Source: an optimization exercise on an open RTL-to-GDS flow (aim: small area, a short achievable clock period and few clock cycles per item). Production flows keep margins and buffers that such runs may drop. Function was checked by simulation only, so behaviour that the tests miss may differ from the original. Power figures rest on the tool's default switching activity, not on a simulated workload.

File: flow/run.sh
#!/bin/bash
# synth_recipe.tcl (not shown) runs the flow's synth.tcl, then flattens the netlist and writes it again
# the make line also repeats each setting of config.mk as NAME=value (left out here)
make -C /OpenROAD-flow-scripts/flow DESIGN_CONFIG=/design/flow/config.mk WORK_HOME=/design/flow/orfs CLKGATE_MAP_FILE= SYNTH_SCRIPT=/design/flow/synth_recipe.tcl finish
File: flow/config.mk
export PLATFORM = sky130hd
export DESIGN_NAME = fpu
export DESIGN_NICKNAME = fpu
export VERILOG_FILES = /design/flow/design.v
export SDC_FILE = /design/flow/constraint.sdc
export NUM_CORES = 4
export LEC_CHECK = 0
export ABC_CLOCK_PERIOD_IN_PS = 3500
export CAP_MARGIN = 20
export CORE_MARGIN = 2
export CORE_UTILIZATION = 40
export SETUP_SLACK_MARGIN = 5
export SLEW_MARGIN = 20
File: flow/constraint.sdc
create_clock -name core_clock -period 11.5 [get_ports {clk}]
set_input_delay 2.3000 -clock core_clock [delete_from_list [all_inputs] [get_ports {clk}]]
set_output_delay 2.3000 -clock core_clock [all_outputs]
set_load 0.01 [all_outputs]
File: flow/design.v
`default_nettype none
package fpu_pkg;
  typedef logic [32-1:0]          fp_word_t;
  typedef logic [8-1:0]      fp_exp_t;
  typedef logic [23:0]       fp_man_t;    
  typedef logic [23+1:0]     fp_sum_t;    
  typedef logic [2*23+1:0]   fp_prod_t;
  typedef enum logic [3-1:0] {
    OP_FADD  = 0,
    OP_FSUB  = 1,
    OP_FMUL  = 2,
    OP_FMADD = 3,
    OP_FMSUB = 4
  } fpu_op_e;
  typedef struct packed {
    logic                   sign;
    fp_exp_t                exp;
    logic [23-1:0]  frac;
  } fp_fields_t;
  typedef struct packed {
    fpu_op_e   op;
    fp_word_t  a;
    fp_word_t  b;
    fp_word_t  c;
  } fpu_cmd_t;
  typedef struct packed {
    logic      hit;
    fp_word_t  value;
  } fp_special_t;
  typedef struct packed {
    logic                  cyc;
    logic                  stb;
    logic                  we;
    logic [5-1:0]  adr;
    fp_word_t              dat;
  } wb_req_t;
endpackage
`default_nettype wire
`timescale 1ns/1ps
`default_nettype none
module fpu (
  input  logic        clk,
  input  logic        rst,
  input  logic        wb_cyc_i,
  input  logic        wb_stb_i,
  input  logic        wb_we_i,
  input  logic [4:0]  wb_adr_i,
  input  logic [31:0] wb_dat_i,
  output logic [31:0] wb_dat_o,
  output logic        wb_ack_o
);
  localparam logic [1:0] F_IDLE = 2'd0, F_EVAL = 2'd1, F_WAITX = 2'd2, F_ADD2 = 2'd3;
  logic [31:0] reg_a, reg_b, reg_c, reg_res;
  logic        busy, done, illegal, overrun, res_nz;
  logic        res_we;
  logic [31:0] res_d;
  wire bus_req  = wb_cyc_i & wb_stb_i & ~wb_ack_o;
  wire wr_req   = bus_req & wb_we_i;
  wire cmd_wr   = wr_req & (wb_adr_i == 5'h0C);
  wire [2:0] wop = wb_dat_i[2:0];
  wire op_legal = (wop <= 3'd4);
  wire cmd_go   = cmd_wr & op_legal & ~busy;
  wire wr_a     = wr_req & (wb_adr_i == 5'h00);
  wire wr_b     = wr_req & (wb_adr_i == 5'h04);
  wire wr_c     = wr_req & (wb_adr_i == 5'h08);
  wire go_addsub = cmd_go & (wop[2:1] == 2'b00);
  always_ff @(posedge clk) begin
    if (wr_a) reg_a <= wb_dat_i;
    if (wr_b) reg_b <= wb_dat_i;
    if (wr_c) reg_c <= wb_dat_i;
  end
  always_ff @(posedge clk) begin
    if (rst) wb_ack_o <= 1'b0;
    else     wb_ack_o <= bus_req;
  end
  logic [31:0] rd_data;
  always_comb begin
    case (wb_adr_i)
      5'h00:   rd_data = reg_a;
      5'h04:   rd_data = reg_b;
      5'h08:   rd_data = reg_c;
      5'h10:   rd_data = res_nz ? reg_res : 32'h0;
      5'h14:   rd_data = {28'h0, overrun, illegal, done | res_we, busy & ~res_we};
      default: rd_data = 32'h0;
    endcase
  end
  always_ff @(posedge clk) wb_dat_o <= rd_data;
  localparam logic [1:0] E_W = 2'd0, E_S0 = 2'd1, E_S1 = 2'd2, E_IDLE = 2'd3;
  logic [1:0]  eng_st;
  logic        st0;           
  logic [35:0] acc_s, acc_c;
  logic [11:0] bd_q;          
  logic [25:0] a3_q;          
  logic [29:0] p_q;           
  logic [7:0]  esum;
  logic        psign;
  logic        xld;           
  logic [31:0] x_op, y_op;
  logic [2:0]  op_q;
  logic [1:0]  fsm;
  wire [7:0]  a_e1 = (reg_a[30:23] == 8'd0) ? 8'd1 : reg_a[30:23];
  wire [7:0]  b_e1 = (reg_b[30:23] == 8'd0) ? 8'd1 : reg_b[30:23];
  wire [23:0] a_m  = {reg_a[30:23] != 8'd0, reg_a[22:0]};
  wire [23:0] b_m  = {reg_b[30:23] != 8'd0, reg_b[22:0]};
  always_ff @(posedge clk) a3_q <= {2'b00, a_m} + {1'b0, a_m, 1'b0};
  function automatic logic [71:0] csa(input logic [35:0] x, input logic [35:0] y, input logic [35:0] z);
    logic [35:0] s, c;
    s = x ^ y ^ z;
    c = (x & y) | (x & z) | (y & z);
    csa = {s, c[34:0], 1'b0};
  endfunction
  logic [35:0] pp [6];
  always_comb begin
    for (int j = 0; j < 6; j++) begin
      case (bd_q[2*j +: 2])
        2'd0:    pp[j] = 36'd0;
        2'd1:    pp[j] = {12'd0, a_m} << (2*j);
        2'd2:    pp[j] = {11'd0, a_m, 1'b0} << (2*j);
        default: pp[j] = {10'd0, a3_q} << (2*j);
      endcase
    end
  end
  wire [35:0] sh  = st0 ? 36'd0 : {12'd0, acc_s[35:12]};
  wire [35:0] ch  = st0 ? 36'd0 : {12'd0, acc_c[35:12]};
  wire [12:0] lo12 = {1'b0, acc_s[11:0]} + {1'b0, acc_c[11:0]};
  wire        cin = ~st0 & lo12[12];
  wire [71:0] l1a = csa(pp[0], pp[1], pp[2]);
  wire [71:0] l1b = csa(pp[3], pp[4], pp[5]);
  wire [71:0] l2a = csa(l1a[71:36], l1a[35:0] | {35'd0, cin}, l1b[71:36]);
  wire [71:0] l2b = csa(l1b[35:0], sh, ch);
  wire [71:0] l3a = csa(l2a[71:36], l2a[35:0], l2b[71:36]);
  wire [71:0] l4a = csa(l3a[71:36], l3a[35:0], l2b[35:0]);
  always_ff @(posedge clk) begin
    acc_s <= l4a[71:36];
    acc_c <= l4a[35:0];
    if (st0) begin
      esum  <= a_e1 + b_e1 - 8'd127;
      psign <= reg_a[31] ^ reg_b[31];
    end
  end
  wire [35:0] acc = acc_s + acc_c;    
  logic [2:0] psh_c;
  logic [7:0] pexp_c;
  logic [1:0] pmode_c;                
  always_comb begin
    casez (acc[34:29])
      6'b01????: psh_c = 3'd1;
      6'b001???: psh_c = 3'd2;
      6'b0001??: psh_c = 3'd3;
      6'b00001?: psh_c = 3'd4;
      6'b000001: psh_c = 3'd5;
      default:   psh_c = 3'd0;
    endcase
    if (acc[35]) begin
      pmode_c = 2'd2;
      pexp_c  = esum + 8'd1;
    end else if (!acc[34] && (esum != 8'd0)) begin
      pmode_c = 2'd1;
      pexp_c  = esum - {5'd0, psh_c};
    end else begin
      pmode_c = 2'd0;
      pexp_c  = esum;
    end
  end
  logic [2:0] psh_q;
  logic [7:0] pexp_q;
  logic [1:0] pmode_q;
  always_ff @(posedge clk) begin
    p_q     <= acc[35:6];
    psh_q   <= psh_c;
    pexp_q  <= pexp_c;
    pmode_q <= pmode_c;
  end
  wire restart = rst | wr_a | wr_b | go_addsub;
  wire kill    = rst | (restart & (fsm != F_WAITX));
  logic cpa_v, norm_v;
  logic ps_q;
  always_ff @(posedge clk) begin
    if (rst || wr_a) begin
      eng_st <= E_W;
      st0    <= 1'b0;
    end else if (wr_b || go_addsub) begin
      eng_st <= E_S0;
      st0    <= 1'b1;
      bd_q   <= wr_b ? wb_dat_i[11:0] : reg_b[11:0];
    end else begin
      st0 <= (eng_st == E_W);
      case (eng_st)
        E_W:     begin eng_st <= E_S0; bd_q <= reg_b[11:0]; end
        E_S0:    begin eng_st <= E_S1; bd_q <= b_m[23:12];  end
        default: eng_st <= E_IDLE;
      endcase
    end
    cpa_v  <= (eng_st == E_S1) & ~kill;
    norm_v <= cpa_v & ~kill;
    xld    <= norm_v & ~kill;
    ps_q   <= psign;
  end
  wire eng_idle = (eng_st == E_IDLE) & ~cpa_v & ~norm_v;
  logic [22:0] pfrac;
  logic [29:0] p_sh;
  wire  [7:0]  pexp = pexp_q;
  always_comb begin
    p_sh = p_q << psh_q;
    case (pmode_q)
      2'd2:    pfrac = p_q[28:6];
      2'd1:    pfrac = p_sh[27:5];
      default: pfrac = p_q[27:5];
    endcase
  end
  always_ff @(posedge clk) begin
    if (go_addsub)              x_op <= reg_a;
    else if (norm_v)            x_op <= {ps_q, pexp, pfrac};
  end
  always_ff @(posedge clk) begin
    if (cmd_go) begin
      case (wop)
        3'd0:    y_op <= reg_b;
        3'd1:    y_op <= {~reg_b[31], reg_b[30:0]};
        3'd4:    y_op <= {~reg_c[31], reg_c[30:0]};
        default: y_op <= reg_c;
      endcase
    end
  end
  function automatic logic [9:0] ecmp(input logic [7:0] e1, input logic [7:0] e2);
    logic [7:0] a1, a2;
    logic [8:0] d12;
    logic [7:0] d21;
    a1  = (e1 == 8'd0) ? 8'd1 : e1;
    a2  = (e2 == 8'd0) ? 8'd1 : e2;
    d12 = {1'b0, a1} - {1'b0, a2};
    d21 = a2 - a1;
    ecmp = {~d12[8], a1 == a2, d12[8] ? d21 : d12[7:0]};
  endfunction
  wire [7:0] xe_next = norm_v ? pexp : x_op[30:23];
  wire [7:0] ce_now  = busy ? y_op[30:23] : reg_c[30:23];
  logic [9:0] cmp_ab, cmp_xc;
  always_ff @(posedge clk) begin
    cmp_ab <= ecmp(reg_a[30:23], reg_b[30:23]);
    cmp_xc <= ecmp(xe_next, ce_now);
  end
  wire [9:0]  cmp    = (op_q[2:1] == 2'b00) ? cmp_ab : cmp_xc;
  wire        x_ege  = cmp[9];
  wire        e_eq   = cmp[8];
  wire [7:0]  ediff  = cmp[7:0];
  wire        xs = x_op[31], ys = y_op[31];
  wire [7:0]  xe = (x_op[30:23] == 8'd0) ? 8'd1 : x_op[30:23];
  wire [7:0]  ye = (y_op[30:23] == 8'd0) ? 8'd1 : y_op[30:23];
  wire [23:0] xm = {x_op[30:23] != 8'd0, x_op[22:0]};
  wire [23:0] ym = {y_op[30:23] != 8'd0, y_op[22:0]};
  wire        m_ge   = (xm >= ym);
  wire        x_big  = (x_ege & ~e_eq) | (e_eq & m_ge);
  wire        eff_sub = xs ^ ys;
  wire        swp    = e_eq & ~m_ge & eff_sub;
  wire [23:0] m_keep = x_ege ? xm : ym;
  wire [23:0] m_src  = x_ege ? ym : xm;
  wire [23:0] m_sh   = m_src >> ediff;
  wire [24:0] op_b   = {1'b0, m_sh} ^ {25{eff_sub}};
  wire [12:0] lo_nx  = {1'b0, m_keep[11:0]} + {1'b0, op_b[11:0]} + {12'd0, eff_sub};
  wire [12:0] hi0_nx = {1'b0, m_keep[23:12]} + op_b[24:12];
  wire [12:0] hi1_nx = {1'b0, m_keep[23:12]} + op_b[24:12] + 13'd1;
  wire [24:0] n_sum  = {1'b0, ym} - {1'b0, xm};
  logic [11:0] s1_lo;
  logic        s1_c12;
  logic [12:0] s1_hi0, s1_hi1;
  logic [7:0]  s1_ebig;
  logic        s1_sign;
  always_ff @(posedge clk) begin
    s1_lo   <= swp ? n_sum[11:0] : lo_nx[11:0];
    s1_c12  <= ~swp & lo_nx[12];
    s1_hi0  <= swp ? n_sum[24:12] : hi0_nx;
    s1_hi1  <= hi1_nx;
    s1_ebig <= x_ege ? xe : ye;
    s1_sign <= x_big ? xs : ys;
  end
  wire [24:0] sum = {s1_c12 ? s1_hi1 : s1_hi0, s1_lo};
  logic [4:0]  nsh;
  logic [24:0] nman;
  logic [31:0] add_out;
  always_comb begin
    nsh = 5'd0;
    for (int i = 3; i < 23; i++) begin
      if (sum[i]) nsh = 5'(23 - i);
    end
    nman = sum << nsh;
    if (sum == 25'd0)
      add_out = 32'h0;
    else if (sum[24])
      add_out = {s1_sign, s1_ebig + 8'd1, sum[23:1]};
    else if (!sum[23])
      add_out = {s1_sign, s1_ebig - {3'd0, nsh}, nman[22:0]};
    else
      add_out = {s1_sign, s1_ebig, sum[22:0]};
  end
  logic       mode_prod;
  wire a_emax = reg_a[30:23] == 8'hFF, b_emax = reg_b[30:23] == 8'hFF, c_emax = reg_c[30:23] == 8'hFF;
  wire a_e0 = reg_a[30:23] == 8'h00, b_e0 = reg_b[30:23] == 8'h00, c_e0 = reg_c[30:23] == 8'h00;
  wire a_f0 = reg_a[22:0] == 23'd0, b_f0 = reg_b[22:0] == 23'd0, c_f0 = reg_c[22:0] == 23'd0;
  wire a_nan = a_emax & ~a_f0, b_nan = b_emax & ~b_f0, c_nan = c_emax & ~c_f0;
  wire a_inf = a_emax & a_f0,  b_inf = b_emax & b_f0,  c_inf = c_emax & c_f0;
  wire a_zero = a_e0 & a_f0,   b_zero = b_e0 & b_f0,   c_zero = c_e0 & c_f0;
  wire xsgn = reg_a[31] ^ reg_b[31];
  logic        sp_hit, prod_only;
  logic [31:0] sp_val;
  always_comb begin
    sp_hit    = 1'b0;
    sp_val    = 32'h0;
    prod_only = 1'b0;
    case (op_q)
      3'd0, 3'd1: begin
        if (a_nan || b_zero) begin
          sp_hit = 1'b1; sp_val = reg_a;
        end else if (b_nan || a_zero) begin
          sp_hit = 1'b1; sp_val = {reg_b[31] ^ op_q[0], reg_b[30:0]};
        end else if (a_inf || b_inf) begin
          sp_hit = 1'b1; sp_val = {xsgn, 8'hFF, 23'd0};
        end else if (op_q[0] && reg_a == reg_b) begin
          sp_hit = 1'b1; sp_val = 32'h0;    
        end
      end
      3'd2: begin
        if (a_nan) begin
          sp_hit = 1'b1; sp_val = reg_a;
        end else if (b_nan) begin
          sp_hit = 1'b1; sp_val = reg_b;
        end else if (a_zero || b_zero) begin
          sp_hit = 1'b1; sp_val = {xsgn, 31'd0};
        end else if (a_inf || b_inf) begin
          sp_hit = 1'b1; sp_val = {xsgn, 8'hFF, 23'd0};
        end
      end
      default: begin
        if (a_nan) begin
          sp_hit = 1'b1; sp_val = reg_a;
        end else if (b_nan) begin
          sp_hit = 1'b1; sp_val = reg_b;
        end else if (c_zero) begin
          prod_only = 1'b1;
        end else if (a_zero || b_zero || c_nan) begin
          sp_hit = 1'b1; sp_val = {reg_c[31] ^ op_q[2], reg_c[30:0]};
        end else if (a_inf || b_inf) begin
          sp_hit = 1'b1; sp_val = {xsgn, 8'hFF, 23'd0};
        end else if (c_inf) begin
          sp_hit = 1'b1; sp_val = {xsgn ^ reg_c[31], 8'hFF, 23'd0};
        end
      end
    endcase
  end
  wire xrdy = eng_idle | xld;
  wire is_prod = (op_q == 3'd2) | prod_only;
  logic [1:0] fsm_nx;
  logic       mode_nx;
  always_comb begin
    res_we  = 1'b0;
    res_d   = add_out;
    fsm_nx  = fsm;
    mode_nx = mode_prod;
    case (fsm)
      F_EVAL: begin
        if (sp_hit) begin
          res_we = 1'b1; res_d = sp_val; fsm_nx = F_IDLE;
        end else if (is_prod) begin
          mode_nx = 1'b1;
          if (xrdy) begin
            res_we = 1'b1; res_d = x_op; fsm_nx = F_IDLE;
          end else begin
            fsm_nx = F_WAITX;
          end
        end else begin
          mode_nx = 1'b0;
          fsm_nx = (op_q[2:1] == 2'b00 || xrdy) ? F_ADD2 : F_WAITX;
        end
      end
      F_WAITX: begin
        if (xrdy) begin
          if (mode_prod) begin
            res_we = 1'b1; res_d = x_op; fsm_nx = F_IDLE;
          end else begin
            fsm_nx = F_ADD2;
          end
        end
      end
      F_ADD2: begin
        res_we = 1'b1; res_d = add_out; fsm_nx = F_IDLE;
      end
      default: ;
    endcase
  end
  always_ff @(posedge clk) begin
    if (rst) begin
      fsm     <= F_IDLE;
      busy    <= 1'b0;
      done    <= 1'b0;
      illegal <= 1'b0;
      overrun <= 1'b0;
      res_nz  <= 1'b0;
    end else begin
      fsm       <= fsm_nx;
      mode_prod <= mode_nx;
      if (cmd_go) begin
        fsm     <= F_EVAL;
        busy    <= 1'b1;
        done    <= 1'b0;
        illegal <= 1'b0;
        overrun <= 1'b0;
      end else if (cmd_wr && !op_legal) begin
        illegal <= 1'b1;
      end else if (cmd_wr) begin
        overrun <= 1'b1;
      end
      if (res_we) begin
        busy   <= 1'b0;
        done   <= 1'b1;
        res_nz <= 1'b1;
      end
    end
  end
  always_ff @(posedge clk) begin
    if (cmd_go) op_q <= wop;
    if (res_we) reg_res <= res_d;
  end
endmodule
`default_nettype wire
==> summary.md, run 1 <==
| Metric | Value |
|---|---|
| Total track usage | 0.288 |
| WP data arrival | 6.36 ns |
| Remaining antenna violation count after routing | 0 |
| Layout Cells excl Fill | 5401 |
| First-pass GRT wire length | 205000 um |
| Port bufs | 74 |
| Sw Share | 0.402 |
| Comb power frac | 0.428 |
| Unique masters post-synth | 91 |
| Outcome | finished clean |
| Met2 global-route usage | 0.424 |
| Drt initial violations | 4375 |
| Buf/Inv on CP | 4 |
| Async SR Flop Fraction | 0 |
| CTS Buf Count | 55 |
| Placer Congestion | 0.989 |
| Skew-Pair Late Insertion Delay | 0.67 ns |
| Hold Path Stages | 0 |
| WL final | 139000 um |
| Ys Warns | 2 |
| Root Driver | clkbuf_16 |
| Initial antenna violation count | 13 |
| CTS HTree Levels | 2 |
| Core ar. | 91700 um^2 |
| CP Depth | 12 |
| Met3 Use GR | 0.0647 |
| Hold slack | 0.368 ns |
| Die Ht | 308 um |
| Critical path capture point | x_op[25] |
| Final Core Density | 0.445 |
| Crit-path leading delay family | simple AND/OR/NAND/NOR gates |
| # IOs | 75 |
| Mapped Avg Cell Area | 8.78 um^2 |
| Period utilization | 0.526 |
| Top_reg_cell synth | dfxtp_1 |
| TritonRoute pass-1 iters | 6 |
| GR Overflow Total | 0 |
| Critical path's slowest cell | nand2_1 |
| Final slew viol count | 0 |
| Met1 GRT Util | 0.413 |
| Leak pwr | 17.0 nW |
| Int Pwr | 0.00420 W |
| Die X | 308 um |
| Seq/Total Area, Yosys | 0.312 |
| Flop pwr share | 0.321 |
| Fin crit period | 6.05 ns |
| Slew HR | 0.349 |
| Part of the power in the clock network | 0.251 |
| Hold-fix buffer count after cts | 0 |
| Crit Path Category | in2reg |
| Worst hold path class | reg2reg |
| GR peak layer | met2 |
| CTS max path bufs | 3 |
| CP Data Required Time | 11.80 ns |
| Mapped Area | 37000 um^2 |
| Fin. Hold Viols | 0 |
| CP dominant cell by count | nand2_1 |
| Startpoint types | primary input |
| Syn nets | 4617 |
| Multi-input gate area | 23200 um^2 |
| Post-synth top cells | nand2_1 (495), o21ai_0 (391), inv_1 (325), dfxtp_1 (251), clkbuf_1 (247) |
| Worst Setup SP | wb_cyc_i |
| Die Area | 94900 um^2 |
| Flop-to-flop setup slack | 5.46 ns |
| Max Cap Viol | 0 |
| Top cell type's share of synthesized area | 0.176 |
| Dpl cells | 5291 |
| CTS tree | built |
| Synth area leader | edfxtp_1 |
| Filler cells | 8906 |
| Endpoints failing setup | 0 |
| Worst path max stage delay | 0.73 ns |
| Count leader, synth | nand2_1 |
| Pin count of the biggest net entering global routing | 81 |
| Post-synth EDFFs | 217 |
| Mapped Cells | 4216 |
| Wire per inst | 25.8 um |
| Core Rows | 111 |
| Synth-to-Final Area Change | 10.2% |
| Maximum fanout along the worst path | 36 |
| Residual DRC count | 0 |
| Capturing point of the worst reg2reg path | s1_hi1[11] |
| Max frequency | 0.165 GHz |
| Element type at the critical path end | flop |
| TritonCTS sink count | 468 |
| Share of layout cells above drive strength 1 | 0.0800 |
| Psw | 0.00282 W |
| DR vias/cell | 6.14 |
| Final #Nets | 4564 |
| Max VDD drop | 125 uV |
| Top post-synthesis cells by area | edfxtp_1 (18%), dfxtp_1 (14%), fa_1 (7.8%) |
| Tightest Pin Transition | 0.950 ns |
| Detailed placement HPWL | 105000 um |
| Synth Register Bits | 468 |
| Initial core utilization | 0.404 |
| R2R depth | 26 |
| Clk slew on worst S/H paths | 0.06 ns |
| Reg2reg start | op_q[1] |
| P per Cell Area | 172 nW/um^2 |
| Post-route setup TNS | 0 ns |
| Number of global-route vias before repair | 30500 |
| Routed via count | 33100 |
| CP cell instances | clkdlybuf4s50_1 > nand2_1 > nor2_1 > nand2_1 > nor2_1 > nand2_1 > or2_2 > inv_1 > buf_4 > nand2_1 > nand2b_1 > buf_4 |
| FF+latch area | 11500 um^2 |
| Final Skew | 0.0439 ns |
| RSZ-0062 raised after global routing | no |
[sequential cells by signal, indices dropped and copies added, names as in the netlist, 26 cells and up]
signal,count
reg_a,32
acc_c,34
p_q,29
x_op,32
wb_dat_o,32
reg_res,32
a3_q,26
reg_c,32
y_op,32
reg_b,32
acc_s,34
[power by group through the flow]
stage | combinational (W) | clock, W | sequential (W)
floorplan | 0.00204 | 0 | 0.00217
finish | 0.00301 | 0.00177 | 0.00225
global route | 0.00332 | 0.00185 | 0.00227
detailed placement | 0.00295 | 0 | 0.00227
CTS | 0.00297 | 0.00179 | 0.00224
global placement | 0.00294 | 0 | 0.00227
[layout make-up]
type                       count  area share
clock inverter                30     0.00681
inverter                     331      0.0305
clock buffer                  74      0.0387
sequential                   468       0.283
timing repair buffer         165      0.0349
multi-input combinational   3142       0.569
antenna                        5    0.000307
tap                         1186      0.0364
[cells in the final DEF, fill, tap and decap left out, types with 50 or more instances in the layout]
cell type	netlist	final
nor2_1	219	213
o21ai_0	391	390
nand2_1	495	494
xnor2_1	102	101
xor2_1	86	86
dfxtp_1	251	250
nor2b_1	62	62
a21o_1	50	50
nand2b_1	51	51
a22oi_1	112	112
a21oi_1	242	240
a22o_1	136	136
ha_1	215	215
mux2i_1	131	130
mux2_2	66	66
buf_4	0	91
clkbuf_16	0	56
nand3_1	67	67
clkdlybuf4s50_1	0	74
inv_1	325	325
edfxtp_1	217	217
fa_1	144	144
[cell families after synthesis]
family | after synthesis | synth area share
fa+ha+maj | 359 | 0.151
flops | 468 | 0.312
compound gates | 1254 | 0.221
xor+xnor | 188 | 0.0445
simple gates | 1118 | 0.139
mux | 222 | 0.0700
buf+inv | 607 | 0.0627
[worst min path at each step]
stage | start | endpoint | slack [ns]
after floorplan | psign | ps_q | 0.32
after global placement | psign | ps_q | 0.33
after detailed placement | psign | ps_q | 0.35
after CTS | psign | ps_q | 0.36
after global routing | psign | ps_q | 0.37
final | psign | ps_q | 0.37
[per-layer routing]
layer,share of wire,vias up
met3,0.11,287
met5,0.00052,-
li1,-,14900
met4,0.036,10
met1,0.43,16000
met2,0.42,1910
[what timing repair did]
action | in CTS | in global routing
setup buffers | 0 | 0
endpoints found under the setup margin | 0 | 8
resized for setup | 0 | 2
endpoints found under the hold margin | 0 | 0
[per-stage QoR]
stage	instance area (um^2)	worst slack [ns]	total power [W]
2_1_floorplan	37000	5.67	0.00421
3_3_place_gp	38900	4.83	0.00522
3_5_place_dp	38900	4.67	0.00523
4_1_cts	40800	5.37	0.00700
5_1_grt	40800	5.02	0.00744
6_report	40800	5.45	0.00702
Testbench counts, summed over its fixed seeds: cycles 28,792, ops 2,400.
==> run 2, diff against run 1 <==
==> flow/flow/run.sh (new file) <==
#!/bin/bash
set -euo pipefail
bash standard.sh SETUP_SLACK_MARGIN=6.5 finish > standard_flow.log 2>&1
==> flow/standard.sh (new file) <==
#!/bin/bash
# synth_recipe.tcl (not shown) runs the flow's synth.tcl, then flattens the netlist and writes it again
# the make line also repeats each setting of config.mk as NAME=value (left out here)
make -C /OpenROAD-flow-scripts/flow DESIGN_CONFIG=/design/flow/config.mk WORK_HOME=/design/flow/orfs CLKGATE_MAP_FILE= SYNTH_SCRIPT=/design/flow/synth_recipe.tcl "${@:-finish}"
--- a/flow/config.mk
+++ b/flow/config.mk
@@ -11,3 +11,2 @@
 export CORE_UTILIZATION = 40
-export SETUP_SLACK_MARGIN = 5
 export SLEW_MARGIN = 20
removed: flow/run.sh
==> run 2 against run 1 <==
- clock skew increased by 0.0080 ns
- critical path type is now reg2reg
- worst hold slack got worse by 0.021 ns
- sequential share of layout area decreased by 0.96 points
- register-to-register slack improved by 0.94 ns
- largest cell class unchanged
- total power increased by 3.5%
- final cell count increased by 1.3%
- largest power group unchanged
- still clean on timing, DRC and antenna
- via count increased by 1.9%
- first-iteration DRC count decreased by 6.8%
- combinational power increased by 4%
- synthesized cell count unchanged
==> summary.md, run 2 <==
| Metric | Value |
|---|---|
| Outcome | finished clean |
| Post-route setup TNS | 0 ns |
| Die Ht | 308 um |
| Die Area | 94900 um^2 |
| Flop pwr share | 0.311 |
| Share of layout cells above drive strength 1 | 0.119 |
| Hold-fix buffer count after cts | 0 |
| Post-synth top cells | nand2_1 (495), o21ai_0 (391), inv_1 (325), dfxtp_1 (251), clkbuf_1 (247) |
| Element type at the critical path end | flop |
| FF+latch area | 11500 um^2 |
| TritonCTS sink count | 468 |
| Top_reg_cell synth | dfxtp_1 |
| Total track usage | 0.295 |
| Clk slew on worst S/H paths | 0.07 ns |
| CTS tree | built |
| Initial core utilization | 0.404 |
| Tightest Pin Transition | 0.971 ns |
| Synth area leader | edfxtp_1 |
| Multi-input gate area | 24000 um^2 |
| Synth-to-Final Area Change | 14.1% |
| Seq/Total Area, Yosys | 0.312 |
| WP data arrival | 5.60 ns |
| Synth Register Bits | 468 |
| Initial antenna violation count | 18 |
| Dpl ws | 4.35 ns |
| Int Pwr | 0.00436 W |
| Die X | 308 um |
| CTS max path bufs | 3 |
| Top post-synthesis cells by area | edfxtp_1 (18%), dfxtp_1 (14%), fa_1 (7.8%) |
| Fin crit period | 5.10 ns |
| Max Cap Viol | 0 |
| Psw | 0.00290 W |
| Max VDD drop | 143 uV |
| First-pass GRT wire length | 210000 um |
| Min setup slack post-route | 6.40 ns |
| Startpoint types | flop |
| Skew-Pair Late Insertion Delay | 0.68 ns |
| CTS HTree Levels | 2 |
| Final slew viol count | 0 |
| RSZ-0062 raised after global routing | yes |
| P per Cell Area | 172 nW/um^2 |
| Syn nets | 4617 |
| TritonRoute pass-1 iters | 7 |
| Comb power frac | 0.433 |
| Endpoints failing setup | 0 |
| Root Driver | clkbuf_16 |
| Ys Warns | 2 |
| Wire per inst | 26.2 um |
| Fin. Hold Viols | 0 |
| Number of global-route vias before repair | 31500 |
| Top cell type's share of synthesized area | 0.176 |
| WL final | 143000 um |
| Crit Path Category | reg2reg |
| Max frequency | 0.196 GHz |
| Post-synth EDFFs | 217 |
| GR Overflow Total | 0 |
| Commonest non-fill, non-tap cell in the layout | nand2_1 |
| Routed via count | 33800 |
| Leak pwr | 17.5 nW |
| Pin count of the biggest net entering global routing | 61 |
| Mapped Area | 37000 um^2 |
| Filler cells | 8910 |
| Mapped Avg Cell Area | 8.78 um^2 |
| Sw Share | 0.399 |
| DR vias/cell | 6.18 |
| Detailed placement HPWL | 105000 um |
| Maximum fanout along the worst path | 6 |
| # IOs | 75 |
| Period utilization | 0.443 |
| Flop-to-flop setup slack | 6.40 ns |
| Unique masters post-synth | 91 |
| Residual DRC count | 0 |
| Port bufs | 74 |
| Async SR Flop Fraction | 0 |
| CTS Buf Count | 54 |
| Worst hold path class | reg2reg |
| Mapped Cells | 4216 |
| CP Data Required Time | 12.00 ns |
| Placer Congestion | 0.976 |
| Top Registers | acc_c x34, acc_s x34 |
| Drt initial violations | 4077 |
| Core Rows | 111 |
| Remaining antenna violation count after routing | 0 |
| Part of the power in the clock network | 0.256 |
| Count leader, synth | nand2_1 |
| Most frequent cells in the layout | nand2_1 (487), o21ai_0 (371), inv_1 (320) |
| Final #Nets | 4631 |
| Slew HR | 0.352 |
| Core ar. | 91700 um^2 |
| Final Skew | 0.0519 ns |
[run 2: cell counts after synthesis]
Identical to the previous run, type by type.
[run 2: repair_timing]
action | in CTS | in global routing
buffers inserted | 35 | 33
endpoints found under the setup margin | 112 | 88
resized for setup | 86 | 89
pin swaps | 29 | 72
gates cloned | 9 | 0
[run 2: layout make-up]
type,count,area share
timing repair inverter,1,0.000119
inverter,331,0.0296
clock inverter,32,0.00957
multi-input combinational,3146,0.568
antenna,8,0.000474
clock buffer,70,0.0361
tap,1186,0.0351
sequential,468,0.273
timing repair buffer,228,0.0480
[run 2: logic make-up after synthesis]
logic type	count (synthesis)	share of synthesized area
fa+ha+maj	359	0.151
flops	468	0.312
simple gates	1118	0.139
mux	222	0.0700
compound gates	1254	0.221
xor+xnor	188	0.0445
buf+inv	607	0.0627
[run 2: through the flow]
stage | cells | power (W) | instance area, um^2 | hold WS (ns) | util
after global routing | 5464 | 0.00769 | 42200 | 0.362 | 0.461
final | 5470 | 0.00727 | 42200 | 0.348 | 0.461
after global placement | 5282 | 0.00522 | 38900 | 0.326 | 0.424
after floorplan | 4216 | 0.00422 | 37000 | 0.323 | -
after detailed placement | 5282 | 0.00523 | 38900 | 0.333 | 0.424
after CTS | 5428 | 0.00716 | 41500 | 0.347 | 0.453
[run 2: power by group through the flow]
stage          Combinational (W)  Sequential [W]  Clock [W]
6_report                 0.00314         0.00226    0.00186
5_1_grt                  0.00346         0.00228    0.00195
4_1_cts                  0.00303         0.00225    0.00188
3_5_place_dp             0.00295         0.00228          0
3_3_place_gp             0.00294         0.00228          0
2_1_floorplan            0.00205         0.00217          0
[run 2: metal layers]
layer | track usage | part of all wire | vias up
met5 | 0 | 0.00096 | -
met4 | 0.115 | 0.044 | 18
met3 | 0.0875 | 0.12 | 385
met2 | 0.433 | 0.42 | 2008
met1 | 0.404 | 0.41 | 16300
li1 | - | - | 15100
[run 2: worst max-delay path, stage by stage, from the launching register on]
cell and delay [ns]:
edfxtp_1 0.40, buf_6 0.17, buf_6 0.12, or3b_4 0.45, and2_4 0.23, buf_4 0.14, buf_6 0.11, buf_6 0.11
mux2i_4 0.21, nand2_1 0.08, o211ai_1 0.15, o22ai_2 0.18, a221oi_2 0.31, a21oi_2 0.06, a21oi_2 0.21, xor2_1 0.25
ha_4 0.26, a21o_1 0.17, a21o_1 0.17, a21oi_2 0.13, nor2b_2 0.07, or3_1 0.39, a21oi_2 0.18, xor2_2 0.23
a21oi_2 0.12
[run 2: final timing paths]
path | to | from | cells after the start
hold / removal | ps_q | psign | 0
setup / recovery | s1_lo[7] | op_q[2] | 24
setup reg to reg | s1_lo[7] | op_q[2] | 24
hold reg to reg | ps_q | psign | 0
==> run 3, diff against run 2 <==
--- a/flow/design.v
+++ b/flow/design.v
@@ -51,3 +51,3 @@
 );
-  localparam logic [1:0] F_IDLE = 2'd0, F_EVAL = 2'd1, F_WAITX = 2'd2, F_ADD2 = 2'd3;
+  localparam logic [2:0] F_IDLE = 3'd0, F_EVAL = 3'd1, F_WAITX = 3'd2, F_ADD2 = 3'd3, F_WAITC = 3'd4;
   logic [31:0] reg_a, reg_b, reg_c, reg_res;
@@ -93,3 +93,2 @@
   logic [25:0] a3_q;          
-  logic [29:0] p_q;           
   logic [7:0]  esum;
@@ -99,3 +98,3 @@
   logic [2:0]  op_q;
-  logic [1:0]  fsm;
+  logic [2:0]  fsm;
   wire [7:0]  a_e1 = (reg_a[30:23] == 8'd0) ? 8'd1 : reg_a[30:23];
@@ -164,15 +163,5 @@
   end
-  logic [2:0] psh_q;
-  logic [7:0] pexp_q;
-  logic [1:0] pmode_q;
-  always_ff @(posedge clk) begin
-    p_q     <= acc[35:6];
-    psh_q   <= psh_c;
-    pexp_q  <= pexp_c;
-    pmode_q <= pmode_c;
-  end
   wire restart = rst | wr_a | wr_b | go_addsub;
   wire kill    = rst | (restart & (fsm != F_WAITX));
-  logic cpa_v, norm_v;
-  logic ps_q;
+  logic cpa_v;
   always_ff @(posedge clk) begin
@@ -194,16 +183,13 @@
     cpa_v  <= (eng_st == E_S1) & ~kill;
-    norm_v <= cpa_v & ~kill;
-    xld    <= norm_v & ~kill;
-    ps_q   <= psign;
+    xld    <= cpa_v & ~kill;
   end
-  wire eng_idle = (eng_st == E_IDLE) & ~cpa_v & ~norm_v;
+  wire eng_idle = (eng_st == E_IDLE) & ~cpa_v;
   logic [22:0] pfrac;
-  logic [29:0] p_sh;
-  wire  [7:0]  pexp = pexp_q;
+  logic [35:0] acc_sh;
   always_comb begin
-    p_sh = p_q << psh_q;
-    case (pmode_q)
-      2'd2:    pfrac = p_q[28:6];
-      2'd1:    pfrac = p_sh[27:5];
-      default: pfrac = p_q[27:5];
+    acc_sh = acc << psh_c;
+    case (pmode_c)
+      2'd2:    pfrac = acc[34:12];
+      2'd1:    pfrac = acc_sh[33:11];
+      default: pfrac = acc[33:11];
     endcase
@@ -212,3 +198,3 @@
     if (go_addsub)              x_op <= reg_a;
-    else if (norm_v)            x_op <= {ps_q, pexp, pfrac};
+    else if (cpa_v)             x_op <= {psign, pexp_c, pfrac};
   end
@@ -224,6 +210,6 @@
   end
-  function automatic logic [9:0] ecmp(input logic [7:0] e1, input logic [7:0] e2);
+  function automatic logic [7:0] ecmp(input logic [7:0] e1, input logic [7:0] e2);
     logic [7:0] a1, a2;
     logic [8:0] d12;
-    logic [7:0] d21;
+    logic [7:0] d21, d;
     a1  = (e1 == 8'd0) ? 8'd1 : e1;
@@ -232,15 +218,16 @@
     d21 = a2 - a1;
-    ecmp = {~d12[8], a1 == a2, d12[8] ? d21 : d12[7:0]};
+    d   = d12[8] ? d21 : d12[7:0];
+    ecmp = {~d12[8], a1 == a2, (d[7:5] != 3'd0) || (d[4:3] == 2'b11), d[4:0]};
   endfunction
-  wire [7:0] xe_next = norm_v ? pexp : x_op[30:23];
-  wire [7:0] ce_now  = busy ? y_op[30:23] : reg_c[30:23];
-  logic [9:0] cmp_ab, cmp_xc;
+  wire [2:0] op_sel = cmd_go ? wop : op_q;
+  wire [7:0] ce_now = busy ? y_op[30:23] : reg_c[30:23];
+  logic [7:0] cmp_q;
   always_ff @(posedge clk) begin
-    cmp_ab <= ecmp(reg_a[30:23], reg_b[30:23]);
-    cmp_xc <= ecmp(xe_next, ce_now);
+    cmp_q <= (op_sel[2:1] == 2'b00) ? ecmp(reg_a[30:23], reg_b[30:23])
+                                    : ecmp(x_op[30:23], ce_now);
   end
-  wire [9:0]  cmp    = (op_q[2:1] == 2'b00) ? cmp_ab : cmp_xc;
-  wire        x_ege  = cmp[9];
-  wire        e_eq   = cmp[8];
-  wire [7:0]  ediff  = cmp[7:0];
+  wire        x_ege  = cmp_q[7];
+  wire        e_eq   = cmp_q[6];
+  wire        sh_big = cmp_q[5];
+  wire [4:0]  ediff  = cmp_q[4:0];
   wire        xs = x_op[31], ys = y_op[31];
@@ -256,3 +243,3 @@
   wire [23:0] m_src  = x_ege ? ym : xm;
-  wire [23:0] m_sh   = m_src >> ediff;
+  wire [23:0] m_sh   = sh_big ? 24'd0 : (m_src >> ediff);
   wire [24:0] op_b   = {1'b0, m_sh} ^ {25{eff_sub}};
@@ -348,6 +335,7 @@
   end
-  wire xrdy = eng_idle | xld;
   wire is_prod = (op_q == 3'd2) | prod_only;
-  logic [1:0] fsm_nx;
+  logic [2:0] fsm_nx;
   logic       mode_nx;
+  wire xrdy_p = eng_idle | xld;
+  wire xrdy_a = eng_idle & ~xld;
   always_comb begin
@@ -363,3 +351,3 @@
           mode_nx = 1'b1;
-          if (xrdy) begin
+          if (xrdy_p) begin
             res_we = 1'b1; res_d = x_op; fsm_nx = F_IDLE;
@@ -370,3 +358,5 @@
           mode_nx = 1'b0;
-          fsm_nx = (op_q[2:1] == 2'b00 || xrdy) ? F_ADD2 : F_WAITX;
+          if (op_q[2:1] == 2'b00 || xrdy_a) fsm_nx = F_ADD2;
+          else if (xld)                     fsm_nx = F_WAITC;
+          else                              fsm_nx = F_WAITX;
         end
@@ -374,3 +364,3 @@
       F_WAITX: begin
-        if (xrdy) begin
+        if (xld || eng_idle) begin
           if (mode_prod) begin
@@ -378,3 +368,3 @@
           end else begin
-            fsm_nx = F_ADD2;
+            fsm_nx = F_WAITC;
           end
@@ -382,2 +372,3 @@
       end
+      F_WAITC: fsm_nx = F_ADD2;
       F_ADD2: begin
==> flow/run.sh (new file) <==
#!/bin/bash
# synth_recipe.tcl (not shown) runs the flow's synth.tcl, then flattens the netlist and writes it again
# the make line also repeats each setting of config.mk as NAME=value (left out here)
make -C /OpenROAD-flow-scripts/flow DESIGN_CONFIG=/design/flow/config.mk WORK_HOME=/design/flow/orfs CLKGATE_MAP_FILE= SYNTH_SCRIPT=/design/flow/synth_recipe.tcl finish
--- a/flow/config.mk
+++ b/flow/config.mk
@@ -7,3 +7,3 @@
 export LEC_CHECK = 0
-export ABC_CLOCK_PERIOD_IN_PS = 3500
+export ABC_AREA = 1
 export CAP_MARGIN = 20
@@ -11,2 +11,3 @@
 export CORE_UTILIZATION = 40
+export SETUP_SLACK_MARGIN = 5
 export SLEW_MARGIN = 20
removed: flow/flow/run.sh
removed: flow/standard.sh
==> run 3 against run 2 <==
- total power grew 19%
- largest power group unchanged
- critical path depth shrank 7
- core utilization shrank 2.0 points
- die area shrank 1.5%
- synthesized area shrank 1.5%
- first-iteration DRC count grew 28%
- synthesized cell count grew 18%
- clock power shrank 11%
- still clean on timing, DRC and antenna
- worst hold slack gained 0.11 ns
- highest routed layer unchanged
- clock skew shrank 0.023 ns
- register-to-register slack lost 0.64 ns
==> summary.md, run 3 <==
| Metric | Value |
|---|---|
| Pin count of the biggest net entering global routing | 71 |
| P per Cell Area | 217 nW/um^2 |
| Period utilization | 0.522 |
| Synth Register Bits | 413 |
| Fin. Hold Viols | 0 |
| Seq/Total Area, Yosys | 0.286 |
| Crit Path Category | in2reg |
| Number of global-route vias before repair | 34200 |
| Die Ht | 306 um |
| Initial antenna violation count | 5 |
| Top cell type's share of synthesized area | 0.177 |
| CTS max path bufs | 3 |
| Most frequent cells in the layout | nand2_1 (939), inv_1 (692), o21ai_0 (394) |
| TritonRoute pass-1 iters | 9 |
| Post-synth top cells | nand2_1 (940), inv_1 (692), o21ai_0 (397), nand3_1 (367), a21oi_1 (357) |
| First-pass GRT wire length | 228000 um |
| Mapped Area | 36500 um^2 |
| Routed via count | 36700 |
| Synth area leader | edfxtp_1 |
| Final #Nets | 5273 |
| Wire per inst | 25.7 um |
| Remaining antenna violation count after routing | 0 |
| Share of layout cells above drive strength 1 | 0.0506 |
| R2R depth | 20 |
| DR vias/cell | 6.02 |
| Detailed placement HPWL | 120000 um |
| Worst Hold End | wb_ack_o |
| Mapped Avg Cell Area | 7.34 um^2 |
| Post-route setup TNS | 0 ns |
| CTS tree | built |
| Hold Path Stages | 1 |
| Tightest Pin Transition | 1.11 ns |
| Max frequency | 0.167 GHz |
| Final Core Density | 0.441 |
| Initial core utilization | 0.404 |
| Max Cap Viol | 0 |
| Unique masters post-synth | 81 |
| CP Data Required Time | 11.99 ns |
| Core Rows | 110 |
| HP Start | wb_ack_o |
| Endpoints failing setup | 0 |
| Mapped Cells | 4963 |
| Port bufs | 74 |
| # IOs | 75 |
| Top post-synthesis cells by area | edfxtp_1 (18%), dfxtp_1 (11%), nand2_1 (9.7%) |
| Reg2reg start | reg_a[1] |
| WL final | 157000 um |
| Top_reg_cell synth | edfxtp_1 |
| Syn nets | 5357 |
| Max VDD drop | 212 uV |
| Clk slew on worst S/H paths | 0.06 ns |
| RSZ-0062 raised after global routing | no |
| Post-synth EDFFs | 215 |
| Synth-to-Final Area Change | 9.00% |
| Count leader, synth | nand2_1 |
| Leak pwr | 17.6 nW |
| Total track usage | 0.326 |
| Residual DRC count | 0 |
| CTS HTree Levels | 2 |
| Ys Warns | 2 |
| Flop-to-flop setup slack | 5.76 ns |
| Placer Congestion | 1.03 |
| Fin crit period | 6.00 ns |
| Slew HR | 0.257 |
| Async SR Flop Fraction | 0 |
| Postcts setup bufs | 0 |
| WP data arrival | 6.50 ns |
| Commonest non-fill, non-tap cell in the layout | nand2_1 |
| Final Skew | 0.0284 ns |
| GR Overflow Total | 0 |
| TritonCTS sink count | 413 |
| Outcome | finished clean |
| Element type at the critical path end | flop |
| Maximum fanout along the worst path | 36 |
| Final slew viol count | 0 |
| CTS Buf Count | 48 |
| Top Registers | acc_c x34, acc_s x34 |
| Number of gates resized after CTS | 0 |
| Hold-fix buffer count after cts | 0 |
| Capturing point of the worst reg2reg path | done |
| Startpoint types | primary input |
| Root Driver | clkbuf_16 |
| Core ar. | 90100 um^2 |
| Skew-Pair Late Insertion Delay | 0.62 ns |
| Worst hold path class | reg2reg |
| Die X | 306 um |
| Die Area | 93600 um^2 |
| Drt initial violations | 5220 |
run 3: cell types whose count changed after synthesis, moves of 54 or more:
| cell | previous run | this run |
|---|---|---|
| nor2b_1 | 62 | 0 |
| a22oi_1 | 112 | 12 |
| mux2_2 | 66 | 1 |
| a21oi_1 | 242 | 357 |
| mux2i_1 | 131 | 15 |
| inv_1 | 325 | 692 |
| o22ai_1 | 29 | 89 |
| o221ai_1 | 14 | 68 |
| nand2_1 | 495 | 940 |
| xnor2_1 | 102 | 42 |
| nand3_1 | 67 | 367 |
| a22o_1 | 136 | 1 |
| nor2_1 | 219 | 281 |
run 3: kinds of logic (layout without fill, tap and decap cells):
group	count (synthesis)	in the layout	synth area share
XOR/XNOR	150	150	0.0368
AO/OA/AOI/OAI	1223	1223	0.201
other	0	1	0
buffers and inverters	1011	965	0.108
multiplexers	16	16	0.00443
flip-flops	413	413	0.286
AND/OR/NAND/NOR	1798	1798	0.214
adder cells (fa/ha/maj)	352	352	0.150
run 3: layout make-up:
class | count | area (um^2)
inverter | 744 | 2800
fill | 9270 | 50400
multi-input combinational | 3539 | 22200
sequential | 413 | 10400
timing repair buffer | 133 | 1200
tap | 1176 | 1470
antenna | 1 | 2.50
clock inverter | 21 | 229
clock buffer | 67 | 1440
run 3: per-layer routing:
metal,vias to the layer above,routed length (um),GRT usage
li1,16700,-,-
met1,17200,59700,0.413
met2,2268,70000,0.520
met3,520,16100,0.0641
met4,6,10900,0.187
met5,-,37,0
run 3: worst max path at each step:
stage,start,to,slack (ns),depth (start not counted)
floorplan,wb_adr_i[1],x_op[0],5.79,9
global placement,wb_cyc_i,cmp_q[5],5.02,17
detailed placement,wb_cyc_i,cmp_q[5],4.97,17
CTS,wb_cyc_i,cmp_q[5],5.59,17
global route,wb_cyc_i,cmp_q[5],5.19,17
finish,wb_cyc_i,cmp_q[5],5.50,17
run 3: stage by stage:
stage / cell area [um^2] / hold WS, ns / cells / power, W / setup WS, ns
CTS: 39700 / 0.459 / 6091 / 0.00855 / 5.59
global placement: 38000 / 0.432 / 6003 / 0.00688 / 5.02
global route: 39700 / 0.491 / 6093 / 0.00922 / 5.19
finish: 39700 / 0.456 / 6094 / 0.00862 / 5.50
detailed placement: 38000 / 0.441 / 6003 / 0.00689 / 4.97
floorplan: 36500 / 0.429 / 4963 / 0.00532 / 5.79
run 3: worst max-delay path, stage by stage:
cell	delay, ns
clkdlybuf4s50_1	0.49
nand4_1	0.34
inv_1	0.13
nand4_1	0.13
a21oi_1	0.25
inv_1	0.11
nor2_4	0.08
buf_4	0.45
inv_1	0.30
o21ai_0	0.22
inv_1	0.08
nor2_1	0.83
o21ai_0	0.21
a21oi_1	0.23
nor2_1	0.09
nor3_1	0.14
a21oi_1	0.09
run 3: report_power, final:
part / leakage (nW) / switching [W] / internal (W)
clock network: 0.819 / 0.000685 / 0.000966
registers: 3.60 / 0.000180 / 0.00185
logic: 13.2 / 0.00332 / 0.00161
total: 17.6 / 0.00419 / 0.00443
Testbench counts of run 3, summed over its fixed seeds: cycles 28,792, ops 2,400.

## port drivers added, routing unchanged
The results above use ideal ports. As a check the final layouts listed here were re-extracted and re-timed, cells and wires unchanged.
Step 1 sets driving cells, clkbuf_16 on the clock port and buf_2 on the other inputs (assumed; they add their load-dependent delay and slew).
Step 2 also shifts input and output timing later by t, the mid clock arrival at the registers, as if the neighbouring blocks saw the same clock.
Slacks: ideal ports / drivers / drivers and shift; pairs: ideal ports / drivers.
run | t (ns) | setup WS [ns] | worst data-port slew with drivers (ns)
run 1 | 0.718 | 5.448 / 5.460 / 4.772 | 0.17
run 2 | 0.726 | 6.401 / 6.401 / 6.069 | 0.19
run 3 | 0.678 | 5.497 / 5.523 / 4.845 | 0.19
After both steps every run listed still meets setup and hold. For run 1, which loses most, drivers alone change the setup slack by +0.012 ns; drivers and shift together by -0.676 ns.
